This is an optimization exercise on Yosys and OpenROAD, whose aim is small area, a short achievable clock period and few clock cycles per item, not a production implementation.
At most, simulation tests tie the RTL to the original design; equivalence was not proved.
Power figures rest on the tool's default switching activity, not on a simulated workload.

Setup of lane 5:
// indent_style_detector_core
module indent_style_detector_core (
	input  logic        clk,
	input  logic        arst_n,
	input  logic        in_valid,
	output logic        in_ready,
	input  logic [7:0]  text_byte,
	input  logic        has_byte,
	input  logic        end_of_line,
	output logic        out_valid,
	input  logic        out_ready,
	output logic        keep_going,
	output logic [1:0]  tab_style,
	output logic [7:0]  indent_size,
	output logic [31:0] lines_seen,
	input  logic        cfg_we,
	input  logic [1:0]  cfg_index,
	input  logic [15:0] cfg_data
);
clock: 8.0 ns
lec_check: 0
abc_clock_period_in_ps: 3000
cap_margin: 20
core_margin: 2
core_utilization: 55
place_density: 0.7
setup_slack_margin: 4.7
slew_margin: 20
run.sh (not shown) runs the stock make flow with config.mk's settings and CLKGATE_MAP_FILE= SYNTH_SCRIPT=/design/flow/synth_recipe.tcl, a recipe that flattens the netlist after the stock synthesis.
Lane 5 ended with every stage complete and zero timing, DRC or antenna violations.
[inputs] lane 4 vs lane 5
-- flow/config.mk --
<<< lane 5, line 10
export CORE_MARGIN = 2
export CORE_UTILIZATION = 55
export PLACE_DENSITY = 0.7
export SETUP_SLACK_MARGIN = 4.7
export SLEW_MARGIN = 20
>>> lane 4, line 10
export CORE_MARGIN = 2
export CORE_UTILIZATION = 40
export PLACE_DENSITY = 0.6
export SETUP_SLACK_MARGIN = 4.5
export SLEW_MARGIN = 20
==> notes.md <==
| net switching share of the total power | lane 4 vs lane 5 | ≈ equal |
In the flow results for lane 4 and lane 5, the highest ir drop seen on vdd is smaller on lane 5.
Of lane 4 and lane 5, the run reporting the lower critical path's largest stage delay was lane 5.
Delta (lane 4 minus lane 5): final routed wirelength across all metal layers higher, number of clock-tree buffers in the layout up 7.
Function was not checked in any run of this note: the RTL went through the layout flow alone.

---

Another version of the RTL of indent_style_detector_core (not shown whole).
Size in the first run: ~370 flip-flops, about 78 I/O pins, ~22000 um2 of cells after synthesis.
export LEC_CHECK = 0
export ABC_AREA = 1
export CAP_MARGIN = 20
export CORE_MARGIN = 2
export CORE_UTILIZATION = 55
export PLACE_DENSITY = 0.7
export SETUP_SLACK_MARGIN = 5.0
export SLEW_MARGIN = 20
create_clock -name core_clock -period 8.0 [get_ports {clk}]
standard.sh (not shown) runs the stock make flow with config.mk's settings and CLKGATE_MAP_FILE= SYNTH_SCRIPT=/design/flow/synth_recipe.tcl, a recipe that flattens the netlist after the stock synthesis.
==> flow/flow/run.sh <==
#!/bin/bash
# The standard layout (standard.sh, unchanged synthesis and steps) with three
# tool settings changed: port buffers use the plain buf cell family, CTS uses clkbuf_16 with clusters of up to 24 sinks and adds no
# dummy loads, and the setup margin stays at 5.0.
# The clock period and I/O constraints are untouched.
set -euo pipefail
sed -e 's/SETUP_SLACK_MARGIN=[0-9.]*/SETUP_SLACK_MARGIN=5.0 "BUFFER_PORTS_ARGS=-buffer_cell sky130_fd_sc_hd__buf_2" "CTS_ARGS=-sink_clustering_enable -repair_clock_nets -dont_use_dummy_load -buf_list sky130_fd_sc_hd__clkbuf_16 -sink_clustering_size 24 -sink_clustering_max_diameter 60"/' standard.sh > standard_tuned.sh
bash standard_tuned.sh > standard.log 2>&1
Testbench counts at the start, summed over its fixed seeds: cycles 171,851, lines 9,600.
Edit:
==> flow/flow/run.sh (replaced) <==
#!/bin/bash
# The standard layout (standard.sh, unchanged synthesis and steps) with three
# tool settings changed: port buffers use the plain buf cell family, CTS uses clkbuf_8 and adds no
# dummy loads, and the setup margin stays at 5.0.
# The clock period and I/O constraints are untouched.
set -euo pipefail
sed -e 's/SETUP_SLACK_MARGIN=[0-9.]*/SETUP_SLACK_MARGIN=5.0 "BUFFER_PORTS_ARGS=-buffer_cell sky130_fd_sc_hd__buf_2" "CTS_ARGS=-sink_clustering_enable -repair_clock_nets -dont_use_dummy_load -buf_list sky130_fd_sc_hd__clkbuf_8"/' standard.sh > standard_tuned.sh
bash standard_tuned.sh > standard.log 2>&1
Result: The new run went through all stages and came out clean; hold slack got worse by 4.4 ps; routed wire length stays flat; setup slack got worse by 28 ps; first-iteration DRC count is lower by 8.3%; non-clock buffer count is lower by 3; sequential power hardly moves; final cell count is higher by 0.83%; sequential cell count stays the same; design area is about the same; count of clock-buffer cells in the layout is higher by 31; core utilization is lower by 0.13 points.
Edit:
==> flow/flow/run.sh (replaced) <==
#!/bin/bash
# The standard layout (standard.sh, unchanged synthesis and steps) with three
# tool settings changed (and the wire-load timing repair at floorplan is skipped, as REMOVE_ABC_BUFFERS does): port buffers use the plain buf cell family, CTS uses clkbuf_8 and adds no
# dummy loads, and the setup margin stays at 5.0.
# The clock period and I/O constraints are untouched.
set -euo pipefail
sed -e 's/SETUP_SLACK_MARGIN=[0-9.]*/SETUP_SLACK_MARGIN=5.0 REMOVE_ABC_BUFFERS=1 "BUFFER_PORTS_ARGS=-buffer_cell sky130_fd_sc_hd__buf_2" "CTS_ARGS=-sink_clustering_enable -repair_clock_nets -dont_use_dummy_load -buf_list sky130_fd_sc_hd__clkbuf_8"/' standard.sh > standard_tuned.sh
bash standard_tuned.sh > standard.log 2>&1
Cell count barely changes.
Worst setup slack gets better by 10 ps.
First-iteration DRC count is lower by 4.4%.
Power is about the same.
Combinational power is about the same.
Critical path depth does not change.
Final area went down by 0.31%.
Sequential share of layout area goes up by 0.15 points.
Global-route usage fell by 0.29 points.
Edit:
==> flow/flow/run.sh (replaced) <==
#!/bin/bash
# The standard layout (standard.sh, unchanged synthesis and steps) with three
# tool settings changed: port buffers use the plain buf cell family, CTS uses clkbuf_8 and adds no
# dummy loads, and the setup margin stays at 5.0.
# The clock period and I/O constraints are untouched.
set -euo pipefail
sed -e 's/SETUP_SLACK_MARGIN=[0-9.]*/SETUP_SLACK_MARGIN=5.0 "BUFFER_PORTS_ARGS=-buffer_cell sky130_fd_sc_hd__buf_2" "CTS_ARGS=-sink_clustering_enable -repair_clock_nets -dont_use_dummy_load -buf_list sky130_fd_sc_hd__clkbuf_8"/' standard.sh > standard_tuned.sh
bash standard_tuned.sh > standard.log 2>&1
ABC_AREA = not set   (was 1)
ABC_CLOCK_PERIOD_IN_PS = 3000   (was not set)
After rerunning: The new run finished clean; cell area went up by 11%; routed wire length went up by 17%; final cell count went down by 12%; global-route usage went up by 2.1 points; count of clock-buffer cells in the layout went down by 6; first-iteration DRC count went up by 50%; utilization went up by 4.7 points; worst hold slack gains 5.8 ps.

afterwards: timing with drivers on the ports:
In the flow no input, the clock included, has a driving cell. The finished layouts below were timed again as built, in two steps. Step 1: set_driving_cell puts a clkbuf_16 on clk and a buf_2 on each other input, an assumption about the parent block. Step 2, shift: input delay + t, output delay - t, t = (earliest + latest rising clock arrival at the registers) / 2. This alone moves slack from input paths to output paths. Slacks: no drivers / after step 1 / after step 2; pairs: no drivers / after step 1.
run	t (ns)	slack for setup (ns)	worst setup path after step 2	worst register clock-pin slew, ns	pins driven straight from the clock port
lane 5	0.615	4.643 / 4.643 / 4.246	input to register	0.07 / 0.07	1
lane 4	0.633	4.496 / 4.530 / 3.897	input to register	0.06 / 0.06	1
the first run of note 2	0.586	5.096 / 5.080 / 4.544	input to register	0.09 / 0.09	1
the second run of note 2	0.645	5.068 / 5.017 / 4.530	input to register	0.07 / 0.07	1
the third run of note 2	0.655	5.078 / 5.028 / 4.497	input to register	0.06 / 0.06	1
the fourth run of note 2	0.674	4.557 / 4.557 / 4.245	input to register	0.07 / 0.07	1
After both steps setup and hold are still met in every run listed. The setup slack of lane 4, which loses most, moves by +0.034 ns with the drivers and by -0.599 ns with both steps.
